Source: an optimization exercise on an open RTL-to-GDS flow (aim: small area, a short achievable clock period and few clock cycles). Production flows keep margins and buffers that such runs may drop.
Function was checked by simulation only, so behaviour that the tests miss may differ from the original.
Power and IR drop assume default switching activity.

==> flow/design.v <==
package spq_pkg;
  localparam int QUEUE_DEPTH_DEF = 64;
  localparam int KIND_BITS_DEF   = 8;
  localparam int ID_W     = 16;
  localparam int KIND_W   = 8;
  localparam int PRIO_W   = 32;
  localparam int STATUS_W = 2;
  localparam logic OP_INSERT = 1'b0;
  localparam logic OP_REMOVE = 1'b1;
  localparam logic [STATUS_W-1:0] ST_OK     = 2'd0;
  localparam logic [STATUS_W-1:0] ST_BAD_ID = 2'd1;
  localparam logic [STATUS_W-1:0] ST_FULL   = 2'd2;
  localparam logic [STATUS_W-1:0] ST_EMPTY  = 2'd3;
endpackage
module spq_core #(
  parameter int QUEUE_DEPTH = spq_pkg::QUEUE_DEPTH_DEF,
  parameter int KIND_BITS   = spq_pkg::KIND_BITS_DEF,
  localparam int CNT_W      = $clog2(QUEUE_DEPTH + 1)
) (
  input  logic                     clk_i,
  input  logic                     rst_ni,
  input  logic                     req_valid_i,
  output logic                     req_ready_o,
  input  logic                     req_op_i,
  input  logic [spq_pkg::ID_W-1:0]          req_id_i,
  input  logic [spq_pkg::KIND_W-1:0]        req_kind_i,
  input  logic signed [spq_pkg::PRIO_W-1:0] req_prio_i,
  output logic                     res_valid_o,
  input  logic                     res_ready_i,
  output logic [spq_pkg::STATUS_W-1:0]      res_status_o,
  output logic [CNT_W-1:0]         res_count_o,
  output logic [spq_pkg::ID_W-1:0]          res_id_o,
  output logic [spq_pkg::KIND_W-1:0]        res_kind_o,
  output logic signed [spq_pkg::PRIO_W-1:0] res_prio_o
);
  localparam int N   = QUEUE_DEPTH;
  localparam int IW  = spq_pkg::ID_W;
  localparam int PW  = spq_pkg::PRIO_W;
  logic [N-1:0][IW-1:0]        id_q;
  logic [N-1:0][KIND_BITS-1:0] kind_q;
  logic [N-1:0][PW-1:0]        prio_q;
  logic [N-1:0]                v_q;
  logic [CNT_W-1:0]            count_q;
  logic                  a_v_q;
  logic                  a_op_q;
  logic [IW-1:0]         a_id_q;
  logic [KIND_BITS-1:0]  a_kind_q;
  logic signed [PW-1:0]  a_prio_q;
  logic                  b_v_q;
  logic [IW-1:0]         b_id_q;
  logic [KIND_BITS-1:0]  b_kind_q;
  logic signed [PW-1:0]  b_prio_q;
  logic [N-1:0]          b_mv_q;      
  logic                  b_insok_q;
  logic                  b_remok_q;
  logic [spq_pkg::STATUS_W-1:0] b_st_q;
  logic b_exec, ins_x, rem_x, a_take;
  logic [N-1:0] c_b, shl, plc;
  assign b_exec = b_v_q & res_ready_i;
  assign ins_x  = b_exec & b_insok_q;
  assign rem_x  = b_exec & b_remok_q;
  assign a_take = !b_v_q | res_ready_i;
  assign req_ready_o = !a_v_q | a_take;
  always_comb begin
    for (int i = 0; i < N; i++) begin
      c_b[i] = !v_q[i] | b_mv_q[i];
      if (i == 0) begin
        shl[i] = 1'b0;
        plc[i] = ins_x & c_b[i];
      end else begin
        shl[i] = ins_x & b_mv_q[i-1];
        plc[i] = ins_x & c_b[i] & !c_b[i-1];
      end
    end
  end
  always_ff @(posedge clk_i) begin
    for (int i = 0; i < N; i++) begin
      if (rem_x) begin
        if (i < N-1) begin
          id_q[i]   <= id_q[i+1];
          kind_q[i] <= kind_q[i+1];
          prio_q[i] <= prio_q[i+1];
        end
      end else if (shl[i]) begin
        id_q[i]   <= id_q[i-1];
        kind_q[i] <= kind_q[i-1];
        prio_q[i] <= prio_q[i-1];
      end else if (plc[i]) begin
        id_q[i]   <= b_id_q;
        kind_q[i] <= b_kind_q;
        prio_q[i] <= b_prio_q;
      end
    end
  end
  logic [CNT_W-1:0] count_x;
  assign count_x = count_q + CNT_W'(ins_x) - CNT_W'(rem_x);
  always_ff @(posedge clk_i or negedge rst_ni) begin
    if (!rst_ni) begin
      v_q     <= '0;
      count_q <= '0;
    end else begin
      count_q <= count_x;
      if (rem_x)      v_q <= {1'b0, v_q[N-1:1]};
      else if (ins_x) v_q <= {v_q[N-2:0], 1'b1};
    end
  end
  logic [N-1:0] mv_a, eq_a, mv_n;
  logic         gt_new, dup_n, bad_n, full_n, empty_n;
  logic [PW-1:0] a_key;
  assign a_key = {~a_prio_q[PW-1], a_prio_q[PW-2:0]};
  always_comb begin
    for (int i = 0; i < N; i++) begin
      mv_a[i] = v_q[i] & ({~prio_q[i][PW-1], prio_q[i][PW-2:0]} > a_key);
      eq_a[i] = v_q[i] & (id_q[i] == a_id_q);
    end
  end
  assign gt_new = b_prio_q > a_prio_q;
  always_comb begin
    for (int i = 0; i < N; i++) begin
      if (rem_x)       mv_n[i] = (i < N-1) ? mv_a[(i+1) % N] : 1'b0;
      else if (shl[i]) mv_n[i] = mv_a[(i+N-1) % N];
      else if (plc[i]) mv_n[i] = gt_new;
      else             mv_n[i] = mv_a[i];
    end
  end
  assign dup_n   = (|eq_a[N-1:1]) | (eq_a[0] & !rem_x) | (ins_x & (a_id_q == b_id_q));
  assign bad_n   = (a_id_q == '0) | dup_n;
  assign full_n  = (count_x == CNT_W'(N));
  assign empty_n = (count_x == '0);
  always_ff @(posedge clk_i or negedge rst_ni) begin
    if (!rst_ni) begin
      a_v_q <= 1'b0;
      b_v_q <= 1'b0;
    end else begin
      a_v_q <= (req_valid_i & req_ready_o) | (a_v_q & !a_take);
      if (a_take) b_v_q <= a_v_q;
    end
  end
  always_ff @(posedge clk_i) begin
    if (req_ready_o) begin
      a_op_q   <= req_op_i;
      a_id_q   <= req_id_i;
      a_kind_q <= KIND_BITS'(req_kind_i);
      a_prio_q <= req_prio_i;
    end
    if (a_take) begin
      b_id_q    <= a_id_q;
      b_kind_q  <= a_kind_q;
      b_prio_q  <= a_prio_q;
      b_mv_q    <= mv_n;
      b_insok_q <= (a_op_q == spq_pkg::OP_INSERT) & !bad_n & !full_n;
      b_remok_q <= (a_op_q == spq_pkg::OP_REMOVE) & !empty_n;
      if (a_op_q == spq_pkg::OP_INSERT)
        b_st_q <= bad_n ? spq_pkg::ST_BAD_ID : (full_n ? spq_pkg::ST_FULL : spq_pkg::ST_OK);
      else
        b_st_q <= empty_n ? spq_pkg::ST_EMPTY : spq_pkg::ST_OK;
    end
  end
  assign res_valid_o  = b_exec;
  assign res_status_o = b_st_q;
  assign res_count_o  = count_q + CNT_W'(b_insok_q) - CNT_W'(b_remok_q);
  assign res_id_o     = b_remok_q ? id_q[0] : '0;
  assign res_kind_o   = b_remok_q ? spq_pkg::KIND_W'(kind_q[0]) : '0;
  assign res_prio_o   = b_remok_q ? prio_q[0] : '0;
endmodule
module stable_priority_queue_top #(
  parameter int QUEUE_DEPTH = spq_pkg::QUEUE_DEPTH_DEF,
  parameter int KIND_BITS   = spq_pkg::KIND_BITS_DEF,
  localparam int CNT_W      = $clog2(QUEUE_DEPTH + 1),
  localparam int OUT_RAW_W  = CNT_W + spq_pkg::ID_W + spq_pkg::KIND_W + spq_pkg::PRIO_W,
  localparam int OUT_W      = ((OUT_RAW_W + 7) / 8) * 8
) (
  input  logic                clk_i,
  input  logic                rst_ni,
  input  logic                s_axis_tvalid_i,
  output logic                s_axis_tready_o,
  input  logic [55:0]         s_axis_tdata_i,    
  input  logic                s_axis_tuser_i,    
  output logic                m_axis_tvalid_o,
  input  logic                m_axis_tready_i,
  output logic [OUT_W-1:0]    m_axis_tdata_o,    
  output logic [spq_pkg::STATUS_W-1:0] m_axis_tuser_o     
);
  logic                     res_valid, res_ready;
  logic [spq_pkg::STATUS_W-1:0]      res_status;
  logic [CNT_W-1:0]         res_count;
  logic [spq_pkg::ID_W-1:0]          res_id;
  logic [spq_pkg::KIND_W-1:0]        res_kind;
  logic signed [spq_pkg::PRIO_W-1:0] res_prio;
  localparam int RW = OUT_RAW_W + spq_pkg::STATUS_W;
  logic          o_v_q, s_v_q;
  logic [RW-1:0] o_q, s_q, w;
  spq_core #(
    .QUEUE_DEPTH(QUEUE_DEPTH),
    .KIND_BITS  (KIND_BITS)
  ) u_core (
    .clk_i       (clk_i),
    .rst_ni      (rst_ni),
    .req_valid_i (s_axis_tvalid_i),
    .req_ready_o (s_axis_tready_o),
    .req_op_i    (s_axis_tuser_i),
    .req_id_i    (s_axis_tdata_i[15:0]),
    .req_kind_i  (s_axis_tdata_i[23:16]),
    .req_prio_i  (s_axis_tdata_i[55:24]),
    .res_valid_o (res_valid),
    .res_ready_i (res_ready),
    .res_status_o(res_status),
    .res_count_o (res_count),
    .res_id_o    (res_id),
    .res_kind_o  (res_kind),
    .res_prio_o  (res_prio)
  );
  assign w         = {res_status, res_prio, res_kind, res_id, res_count};
  assign res_ready = !(o_v_q & s_v_q);
  logic o_free;
  assign o_free = !o_v_q | m_axis_tready_i;
  always_ff @(posedge clk_i or negedge rst_ni) begin
    if (!rst_ni) begin
      o_v_q <= 1'b0;
      s_v_q <= 1'b0;
    end else if (o_free) begin
      o_v_q <= s_v_q | res_valid;
      s_v_q <= s_v_q & res_valid;
    end else begin
      s_v_q <= s_v_q | res_valid;
    end
  end
  always_ff @(posedge clk_i) begin
    if (o_free) o_q <= s_v_q ? s_q : w;
    if (o_free ? (s_v_q & res_valid) : res_valid) s_q <= w;
  end
  assign m_axis_tvalid_o = o_v_q;
  assign m_axis_tdata_o  = OUT_W'(o_q[OUT_RAW_W-1:0]);
  assign m_axis_tuser_o  = o_q[RW-1 -: spq_pkg::STATUS_W];
endmodule
==> flow/run.sh <==
#!/bin/bash
# synth_recipe.tcl (not shown) runs the flow's synth.tcl, then flattens the netlist and writes it again
# the make line also repeats each setting of config.mk as NAME=value (left out here)
make -C /OpenROAD-flow-scripts/flow DESIGN_CONFIG=/design/flow/config.mk WORK_HOME=/design/flow/orfs CLKGATE_MAP_FILE= SYNTH_SCRIPT=/design/flow/synth_recipe.tcl finish
==> flow/config.mk <==
export PLATFORM = sky130hd
export DESIGN_NAME = stable_priority_queue_top
export DESIGN_NICKNAME = stable_priority_queue_top
export VERILOG_FILES = /design/flow/design.v
export SDC_FILE = /design/flow/constraint.sdc
export NUM_CORES = 4
export LEC_CHECK = 0
export CAP_MARGIN = 20
export CORE_MARGIN = 2
export CORE_UTILIZATION = 40
export SLEW_MARGIN = 20
==> flow/constraint.sdc <==
create_clock -name core_clock -period 7.0 [get_ports {clk_i}]
set_input_delay 1.4000 -clock core_clock [delete_from_list [all_inputs] [get_ports {clk_i}]]
set_output_delay 1.4000 -clock core_clock [all_outputs]
set_load 0.01 [all_outputs]
==> run notes <==
==> per-layer routing <==
layer	global-route usage, %	routed length, um	vias up
met5	0	77	-
met4	13.2	52000	12
met3	4.32	77200	2008
met2	42.8	413000	9135
met1	39.0	402000	98000
li1	-	-	87800
==> where the power goes <==
| part | switching [W] | internal (W) |
|---|---|---|
| clock network | 0.0109 | 0.0146 |
| logic | 0.0389 | 0.0215 |
| registers | 0.0151 | 0.0457 |
| total | 0.0649 | 0.0818 |
==> final timing paths <==
| check | cells past startpoint | from | to |
|---|---|---|---|
| max | 9 | s_v_q | u_core.b_mv_q[42] |
| min reg2reg | 0 | u_core.a_kind_q[3] | u_core.b_kind_q[3] |
| min in group core_clock | 0 | u_core.a_kind_q[3] | u_core.b_kind_q[3] |
| min | 1 | rst_ni | s_v_q |
| max reg2reg | 9 | s_v_q | u_core.b_mv_q[42] |
| max in group asynchronous | 2 | rst_ni | u_core.v_q[20] |
==> registers in the layout, indices dropped and copies added (netlist names), 2 cells and up <==
| name | count |
|---|---|
| u_core.v_q | 64 |
| u_core.b_kind_q | 8 |
| u_core.b_id_q | 16 |
| s_q | 65 |
| u_core.b_prio_q | 32 |
| u_core.a_id_q | 16 |
| u_core.b_st_q | 2 |
| u_core.b_mv_q | 64 |
| o_q | 65 |
| u_core.kind_q | 512 |
| u_core.a_prio_q | 32 |
| u_core.count_q | 7 |
| u_core.a_kind_q | 8 |
| u_core.id_q | 1024 |
| u_core.prio_q | 2048 |
==> logic make-up after synthesis <==
family          Yosys count
fa+ha+maj              2092
xor+xnor               1051
compound gates         5601
buf+inv                1993
mux                    3590
flops                  3970
simple gates           5807
other cells               1
==> final cells by class <==
cell class,count,share of cell area (%)
Antenna cell,59,0.0526
Clock buffer,577,4.38
Clock inverter,283,1.17
Inverter,219,0.326
Multi-Input combinational cell,18100,46.2
Sequential cell,3970,42.4
Tap cell,8407,3.75
Timing Repair Buffer,513,1.76
==> metrics by stage <==
stage                     instance area [um^2]  hold WS, ns  power (W)  util, %  cells
after CTS                               280000        0.106      0.145     44.0  32100
after detailed placement                265000        0.409      0.120     41.6  31200
after global routing                    281000        0.142      0.154     44.1  32200
after global placement                  265000        0.407      0.118     41.6  31200
final                                   281000        0.185      0.147     44.1  32200
after floorplan                         256000        0.400     0.0941        -  24100
==> Yosys cell counts, types with 21 or more instances <==
library cell     n
mux2_2         118
clkbuf_1      1040
and2_1          60
o22ai_1         36
nand4_1        614
nand3_1        143
a31oi_1        107
xor2_1         694
edfxtp_1      3895
o31ai_1         26
nand2_1       4016
or2_2           22
nor4_1         246
o221ai_1        49
and4_1          23
nor2_1         227
a21o_1         868
nand2b_1       128
or3_1           61
nor2b_1        103
inv_1          218
dfrtp_1         75
o21ai_0       3675
a21oi_1        560
or3b_2          28
a211oi_1        22
buf_4           71
o21a_1          97
xnor2_1        357
nor3_1          93
and3_1          21
mux2i_1       3472
buf_2          380
buf_1          275
ha_1          2090
==> critical path, delay by kind of cell, from the launching register on <==
kind                   cells  cell delay (ns)
buffers and inverters      3             1.40
DFF                        1             0.63
AOI/OAI and AO/OA          1             0.11
and+or+nand+nor            5             2.30
==> results.py <==
metrics = {
    "cells_and_area": {
        "area_growth_pct": 9.72,
        "fillers": 59600,
        "multi_input_area_mm2": 0.130,
        "drive_gt1_share_pct": 6.08,
        "final_cell_mix": "nand2_1, edfxtp_1, o21ai_0",
        "final_common_cell": "nand2_1",
        "seqCellArea_mm2": 0.119,
        "nNetsFinal": 25500,
    },
    "timing": {
        "worst_pin_slew_ns": 1.33,
        "relSlewSlack_pct": 10.9,
        "slew_violations": 0,
        "setup_viol": 0,
        "finalSetupTns_ns": 0,
        "timing.fmax_mhz": 199,
        "fin_crit_sh_pct": 71.8,
        "hold_viol": 0,
        "min_period_ns": 5.02,
        "worst_slack_ns": 1.98,
        "rsz0062_at_grt": "no",
        "fin_skew_ns": 0.127,
    },
    "cts": {
        "cts_sinks": 3970,
        "cts_buffer_depth": 4,
        "worst_skew_pair.late_latency_ns": 1.11,
        "postCtsSetupBuffers": 0,
        "clk_pin_slew_worst_paths_ns": 0.06,
        "cts_made_buffers": 458,
        "htree_levels": 5,
        "cts-resized-gates": 0,
        "cts_tree": "done",
        "cts_hold_buf": 0,
        "clockRootBuffer": "clkbuf_16",
    },
    "placed_design": {
        "port_buffers": 127,
        "hpwl_um": 674000,
        "post-place-ws_ns": 2.04,
        "gp_congestion": 0.932,
    },
    "critical_path": {
        "r2r_slack_ns": 1.98,
        "crit_arrival_ns": 5.80,
        "crit_chain": "nand2_1, nand3_4, inv_8, buf_12, nand2_4, nand3_2, buf_4, nand2b_1, o221ai_1",
        "cp_max_fo": 59,
        "critPathLaunchType": "register",
        "cp-end-kind": "register",
        "slowest_stage": "nand3_2",
        "required_ns": 7.77,
        "crit_type": "reg -> reg",
        "slowest_delay_ns": 0.77,
    },
    "global_route": {
        "grt_max_degree": 270,
        "grt_overflow": 0,
        "grt_pass1_vias": 191000,
        "grt_pass1_wl_um": 1350000,
        "track_usage_pct": 28.0,
        "antenna_found_initial": 31,
    },
    "synthesis": {
        "synthDistinctLibCells": 79,
        "yosysWarnings": 5,
        "async_flop_share_pct": 1.89,
        "synth_compound_area_share_pct": 12.3,
        "synthTopCellsByArea": "edfxtp_1, mux2i_1, ha_1",
        "synth_mux_area_share_pct": 14.1,
        "ys.flop_type": "edfxtp_1",
        "synth-seq-cells": 3970,
        "avgSynthCellArea_um2": 10.6,
        "synth-simple-area-share_pct": 10.0,
        "synthesis.area_mm2": 0.256,
        "syn_nets": 26300,
        "synth_top_family_by_area": "multiplexers",
        "synth_top_area_cell": "edfxtp_1",
        "yosysSeqAreaShare_pct": 46.5,
        "postSynthCellCount": 24100,
        "synth_edf_count": 3895,
        "synth_xor_area_share_pct": 3.60,
        "synth_top_area_share_pct": 45.7,
        "synthAdderAreaFrac_pct": 10.2,
    },
    "route": {
        "drt_iter0_markers": 24200,
        "antenna_left": 0,
        "first_pass_iters": 7,
        "wl_per_cell_um": 29.4,
        "drc_errors": 0,
        "vias": 197000,
        "wirelength_um": 945000,
        "viasPerCell": 6.12,
    },
    "hold_path": {
        "hold_path.class": "in -> async",
    },
    "run": {
        "drv_cap": 0,
    },
    "power_and_ir_drop": {
        "leakagePower_nw": 124,
        "max-vdd-ir-drop_v": 0.000351,
        "p_per_area_mw_per_mm2": 523,
    },
    "floorplanning": {
        "core_mm2": 0.637,
        "rows": 293,
        "dieWidth_um": 804,
        "die-area_mm2": 0.646,
        "io_pins": 129,
        "initial_core_util_pct": 40.2,
        "die_h_um": 804,
    },
    "outcome": {
        "status": "timing/DRC/antenna clean",
    },
}
Testbench counts, summed over its fixed seeds: cycles 4,024.

re-timing with driven ports:
How much do the figures lean on ideal ports? The routed layout below was timed once more, with nothing changed but the port constraints. Step 1: set_driving_cell puts a clkbuf_16 on clk_i and a buf_2 on each other input, an assumption about the parent block. Step 2 also shifts input and output timing later by t, the mid clock arrival at the registers, as if the neighbouring blocks saw the same clock. a / b / c = no drivers / after step 1 / after step 2; a / b = the first two.
t, ns: 1.175
setup slack, ns: 1.977 / 1.977 / 1.977
hold WS [ns]: 0.185 / 0.081 / 0.421
slew at the worst register clock pin (ns): 0.07 / 0.07
cell pins on the clock port's net: 1
After both steps setup and hold are still met in this run. For this run, drivers alone change the setup slack by 0.000 ns; drivers and shift together by 0.000 ns.
